From an optimization exercise on the open Yosys and OpenROAD flow, aimed at small area; shortcuts taken in it are not production practice.
In this exercise RTL edits were held to simulation tests only and were not proved equivalent to the original.
Power figures rest on the tool's default switching activity, not on a simulated workload.

== P ==
==> flow/design.v <==
module fast_ring_thresholder #(
  parameter int PIXEL_WIDTH = 8,
  parameter int RING_SIZE   = 16,
  parameter int ARC_LEN     = 9,
  parameter int DIFF_WIDTH  = PIXEL_WIDTH + 2
) (
  input  logic                              clk,
  input  logic                              rst,
  input  logic                              ce,
  input  logic                              in_valid,
  input  logic [RING_SIZE*PIXEL_WIDTH-1:0]  ring,
  input  logic [PIXEL_WIDTH-1:0]            center,
  input  logic [PIXEL_WIDTH-1:0]            thresh,
  output logic                              out_valid,
  output logic [RING_SIZE*DIFF_WIDTH-1:0]   bright_score,
  output logic [RING_SIZE*DIFF_WIDTH-1:0]   dark_score,
  output logic [RING_SIZE-1:0]              bright_mask,
  output logic [RING_SIZE-1:0]              dark_mask,
  output logic                              bright_corner,
  output logic                              dark_corner,
  output logic                              is_corner
);
  localparam int PW = PIXEL_WIDTH;
  localparam int RW = RING_SIZE * PIXEL_WIDTH;
  logic [RW-1:0]        ring_s1, ring_s2, ring_s3;
  logic [PW-1:0]        center_s1, center_s2;
  logic [PW-1:0]        thresh_s1, thresh_s2;
  logic                 valid_s1, valid_s2, valid_s3, valid_s4;
  logic                 live_s1, live_s2, live_s3;
  logic [RING_SIZE-1:0] side_s3;
  logic [PW-1:0]        n_hi_s3, n_lo_s3;
  logic                 hi_big_s3, lo_neg_s3;
  logic [RW-1:0]        sum_s4;
  logic [RING_SIZE-1:0] bge_s4, kge_s4;
  logic [PW:0] hi_sum, lo_dif;
  always_comb begin
    hi_sum = {1'b0, center_s2} + {1'b0, thresh_s2};
    lo_dif = {1'b0, center_s2} - {1'b0, thresh_s2};
  end
  function automatic logic below(input logic [PW-1:0] x, input logic [PW-1:0] y);
    logic c;
    c = 1'b1;
    for (int j = 0; j < PW; j++) begin
      c = (x[j] & ~y[j]) | (x[j] & c) | (~y[j] & c);
    end
    below = ~c;
  endfunction
  function automatic logic [PW:0] padd(input logic [PW-1:0] x, input logic [PW-1:0] y,
                                       input logic cin);
    logic [PW:0]   c;
    logic [PW-1:0] s;
    c[0] = cin;
    for (int j = 0; j < PW; j++) begin
      s[j]   = x[j] ^ y[j] ^ c[j];
      c[j+1] = (x[j] & y[j]) | (x[j] & c[j]) | (y[j] & c[j]);
    end
    padd = {c[PW], s};
  endfunction
  logic [RING_SIZE-1:0] side_d;
  always_comb begin
    for (int i = 0; i < RING_SIZE; i++) begin
      side_d[i] = below(ring_s2[i*PW +: PW], center_s2);
    end
  end
  logic [RW-1:0]        sum_d;
  logic [RING_SIZE-1:0] bge_d, kge_d;
  always_comb begin
    for (int i = 0; i < RING_SIZE; i++) begin
      logic [PW:0] r;
      r = padd(ring_s3[i*PW +: PW], side_s3[i] ? n_lo_s3 : n_hi_s3, ~side_s3[i]);
      sum_d[i*PW +: PW] = r[PW-1:0];
      bge_d[i] = live_s3 & ~side_s3[i] & r[PW] & ~hi_big_s3;
      kge_d[i] = live_s3 & side_s3[i] & ~r[PW] & ~lo_neg_s3;
    end
  end
  always_ff @(posedge clk) begin
    if (ce) begin
      ring_s1   <= ring;
      ring_s2   <= ring_s1;
      ring_s3   <= ring_s2;
      center_s1 <= center;
      center_s2 <= center_s1;
      thresh_s1 <= thresh;
      thresh_s2 <= thresh_s1;
      side_s3   <= side_d;
      n_hi_s3   <= ~hi_sum[PW-1:0];
      hi_big_s3 <= hi_sum[PW];
      n_lo_s3   <= ~lo_dif[PW-1:0];
      lo_neg_s3 <= lo_dif[PW];
      sum_s4    <= sum_d;
    end
  end
  always_ff @(posedge clk or posedge rst) begin
    if (rst) begin
      valid_s1 <= 1'b0;
      valid_s2 <= 1'b0;
      valid_s3 <= 1'b0;
      valid_s4 <= 1'b0;
      live_s1  <= 1'b0;
      live_s2  <= 1'b0;
      live_s3  <= 1'b0;
      bge_s4   <= '0;
      kge_s4   <= '0;
    end else if (ce) begin
      valid_s1 <= in_valid;
      valid_s2 <= valid_s1;
      valid_s3 <= valid_s2;
      valid_s4 <= valid_s3;
      live_s1  <= 1'b1;
      live_s2  <= live_s1;
      live_s3  <= live_s2;
      bge_s4   <= bge_d;
      kge_s4   <= kge_d;
    end
  end
  function automatic logic arc_hit(input logic [RING_SIZE-1:0] m);
    logic [2*RING_SIZE-1:0] dbl;
    logic                   hit;
    dbl = {m, m};
    hit = 1'b0;
    for (int s = 0; s < RING_SIZE; s++) begin
      if (&dbl[s +: ARC_LEN]) hit = 1'b1;
    end
    arc_hit = hit;
  endfunction
  always_comb begin
    for (int i = 0; i < RING_SIZE; i++) begin
      logic [PW-1:0] r;
      r = sum_s4[i*PW +: PW];
      bright_mask[i] = bge_s4[i] & (|r);
      dark_mask[i]   = kge_s4[i] & ~(&r);
      bright_score[i*DIFF_WIDTH +: DIFF_WIDTH] = {2'b00, r & {PW{bge_s4[i]}}};
      dark_score[i*DIFF_WIDTH +: DIFF_WIDTH]   = {2'b00, ~r & {PW{kge_s4[i]}}};
    end
    out_valid     = valid_s4;
    bright_corner = arc_hit(bright_mask);
    dark_corner   = arc_hit(dark_mask);
    is_corner     = bright_corner | dark_corner;
  end
endmodule
clock: 4.0 ns
lec_check: 0
cap_margin: 20
core_margin: 2
core_utilization: 70
setup_slack_margin: 0.15
slew_margin: 20
standard.sh (not shown) runs the stock make flow with config.mk's settings and CLKGATE_MAP_FILE= SYNTH_SCRIPT=/design/flow/synth_recipe.tcl, a recipe that flattens the netlist after the stock synthesis.
==> flow/flow/run.sh <==
#!/bin/bash
# The standard layout (standard.sh, unchanged synthesis), with three changes:
#  - the port buffers are made from the smallest buffer cell;
#  - clock tree synthesis clusters more sinks per leaf buffer and inserts no dummy loads;
#  - the constant-0 outputs share one tie cell instead of one tie cell each.
# Each tool's output goes to the ORFS logs under orfs/logs; make's own output to standard.log.
export BUFFER_PORTS_ARGS="-buffer_cell sky130_fd_sc_hd__buf_1"
export CTS_ARGS="-sink_clustering_enable -repair_clock_nets -dont_use_dummy_load -sink_clustering_size 20 -sink_clustering_max_diameter 60 -buf_list {sky130_fd_sc_hd__clkbuf_8}"
export SKIP_REPAIR_TIE_FANOUT=1
bash standard.sh > standard.log 2>&1
Modified inputs, Q compared to P
==> flow/design.v <==
module fast_ring_thresholder #(
  parameter int PIXEL_WIDTH = 8,
  parameter int RING_SIZE   = 16,
  parameter int ARC_LEN     = 9,
  parameter int DIFF_WIDTH  = PIXEL_WIDTH + 2
) (
  input  logic                              clk,
  input  logic                              rst,
  input  logic                              ce,
  input  logic                              in_valid,
  input  logic [RING_SIZE*PIXEL_WIDTH-1:0]  ring,
  input  logic [PIXEL_WIDTH-1:0]            center,
  input  logic [PIXEL_WIDTH-1:0]            thresh,
  output logic                              out_valid,
  output logic [RING_SIZE*DIFF_WIDTH-1:0]   bright_score,
  output logic [RING_SIZE*DIFF_WIDTH-1:0]   dark_score,
  output logic [RING_SIZE-1:0]              bright_mask,
  output logic [RING_SIZE-1:0]              dark_mask,
  output logic                              bright_corner,
  output logic                              dark_corner,
  output logic                              is_corner
);
  localparam int PW = PIXEL_WIDTH;
  localparam int RW = RING_SIZE * PIXEL_WIDTH;
  logic [RW-1:0]        ring_s1, ring_s2, ring_s3;
  logic [PW-1:0]        center_s1, center_s2;
  logic [PW-1:0]        thresh_s1, thresh_s2;
  logic                 valid_s1, valid_s2, valid_s3, valid_s4;
  logic                 live_s1, live_s2, live_s3;
  logic [RING_SIZE-1:0] side_s3;
  logic [PW-1:0]        n_hi_s3, n_lo_s3;
  logic                 hi_big_s3, lo_neg_s3;
  logic [RW-1:0]        sum_s4;
  logic [RING_SIZE-1:0] bge_s4, n_kge_s4;
  logic [PW:0] hi_sum, lo_dif;
  always_comb begin
    hi_sum = {1'b0, center_s2} + {1'b0, thresh_s2};
    lo_dif = {1'b0, center_s2} - {1'b0, thresh_s2};
  end
  function automatic logic below(input logic [PW-1:0] x, input logic [PW-1:0] y);
    logic c;
    c = 1'b1;
    for (int j = 0; j < PW; j++) begin
      c = (x[j] & ~y[j]) | (x[j] & c) | (~y[j] & c);
    end
    below = ~c;
  endfunction
  function automatic logic [PW:0] padd(input logic [PW-1:0] x, input logic [PW-1:0] y,
                                       input logic cin);
    logic [PW:0]   c;
    logic [PW-1:0] s;
    c[0] = cin;
    for (int j = 0; j < PW; j++) begin
      s[j]   = x[j] ^ y[j] ^ c[j];
      c[j+1] = (x[j] & y[j]) | (x[j] & c[j]) | (y[j] & c[j]);
    end
    padd = {c[PW], s};
  endfunction
  logic [RING_SIZE-1:0] side_d;
  always_comb begin
    for (int i = 0; i < RING_SIZE; i++) begin
      side_d[i] = below(ring_s2[i*PW +: PW], center_s2);
    end
  end
  logic [RW-1:0]        sum_d;
  logic [RING_SIZE-1:0] bge_d, n_kge_d;
  always_comb begin
    for (int i = 0; i < RING_SIZE; i++) begin
      logic [PW:0] r;
      r = padd(ring_s3[i*PW +: PW], side_s3[i] ? n_lo_s3 : n_hi_s3, ~side_s3[i]);
      sum_d[i*PW +: PW] = r[PW-1:0];
      bge_d[i] = live_s3 & ~side_s3[i] & r[PW] & ~hi_big_s3;
      n_kge_d[i] = ~(live_s3 & side_s3[i] & ~r[PW] & ~lo_neg_s3);
    end
  end
  always_ff @(posedge clk) begin
    if (ce) begin
      ring_s1   <= ring;
      ring_s2   <= ring_s1;
      ring_s3   <= ring_s2;
      center_s1 <= center;
      center_s2 <= center_s1;
      thresh_s1 <= thresh;
      thresh_s2 <= thresh_s1;
      side_s3   <= side_d;
      n_hi_s3   <= ~hi_sum[PW-1:0];
      hi_big_s3 <= hi_sum[PW];
      n_lo_s3   <= ~lo_dif[PW-1:0];
      lo_neg_s3 <= lo_dif[PW];
      sum_s4    <= sum_d;
    end
  end
  always_ff @(posedge clk or posedge rst) begin
    if (rst) begin
      valid_s1 <= 1'b0;
      valid_s2 <= 1'b0;
      valid_s3 <= 1'b0;
      valid_s4 <= 1'b0;
      live_s1  <= 1'b0;
      live_s2  <= 1'b0;
      live_s3  <= 1'b0;
      bge_s4   <= '0;
      n_kge_s4 <= '1;
    end else if (ce) begin
      valid_s1 <= in_valid;
      valid_s2 <= valid_s1;
      valid_s3 <= valid_s2;
      valid_s4 <= valid_s3;
      live_s1  <= 1'b1;
      live_s2  <= live_s1;
      live_s3  <= live_s2;
      bge_s4   <= bge_d;
      n_kge_s4 <= n_kge_d;
    end
  end
  function automatic logic arc_hit(input logic [RING_SIZE-1:0] m);
    logic [2*RING_SIZE-1:0] dbl;
    logic                   hit;
    dbl = {m, m};
    hit = 1'b0;
    for (int s = 0; s < RING_SIZE; s++) begin
      if (&dbl[s +: ARC_LEN]) hit = 1'b1;
    end
    arc_hit = hit;
  endfunction
  always_comb begin
    for (int i = 0; i < RING_SIZE; i++) begin
      logic [PW-1:0] r;
      r = sum_s4[i*PW +: PW];
      bright_mask[i] = bge_s4[i] & (|r);
      dark_mask[i]   = ~(n_kge_s4[i] | (&r));
      bright_score[i*DIFF_WIDTH +: DIFF_WIDTH] = {2'b00, r & {PW{bge_s4[i]}}};
      dark_score[i*DIFF_WIDTH +: DIFF_WIDTH]   = {2'b00, ~(r | {PW{n_kge_s4[i]}})};
    end
    out_valid     = valid_s4;
    bright_corner = arc_hit(bright_mask);
    dark_corner   = arc_hit(dark_mask);
    is_corner     = bright_corner | dark_corner;
  end
endmodule
==> comparison <==
Worst path required time: Q < P. Relative to P, via count of the first global-routing pass has decreased by about 2.4% in Q. Q: final wirelength lower than P. Looking at global-route usage, Q sits 0.56 points lower than P does. Looking at antenna diode count, Q sits 1 lower than P does. Looking at P and Q, the clock group total power is a wash. Post-layout total power: Q vs P — no meaningful difference. Relative to P, the post-synthesis adder-cell area fraction of Q is higher by 0.35 points. On minimum setup slack in the final design, Q does better than P. Q vs. P: met1 track demand over resource went up by 0.50 points.

## re-timing with driven ports
How much do the figures lean on ideal ports? The routed layouts below were timed once more, with nothing changed but the port constraints. Step 1, drivers: a clkbuf_16 drives clk and a buf_2 each remaining input, both assumed. Step 2, shift: input delay + t, output delay - t, t = (earliest + latest rising clock arrival at the registers) / 2. This alone moves slack from input paths to output paths. Slacks: ideal / step 1 / step 2; pairs: ideal / step 1.
run	t (ns)	slack for setup (ns)	hold slack, ns
P	0.677	0.081 / 0.081 / 0.081	0.080 / 0.049 / 0.386
Q	0.673	0.126 / 0.072 / 0.160	0.313 / 0.281 / 0.383
After both steps every run listed still meets setup and hold.
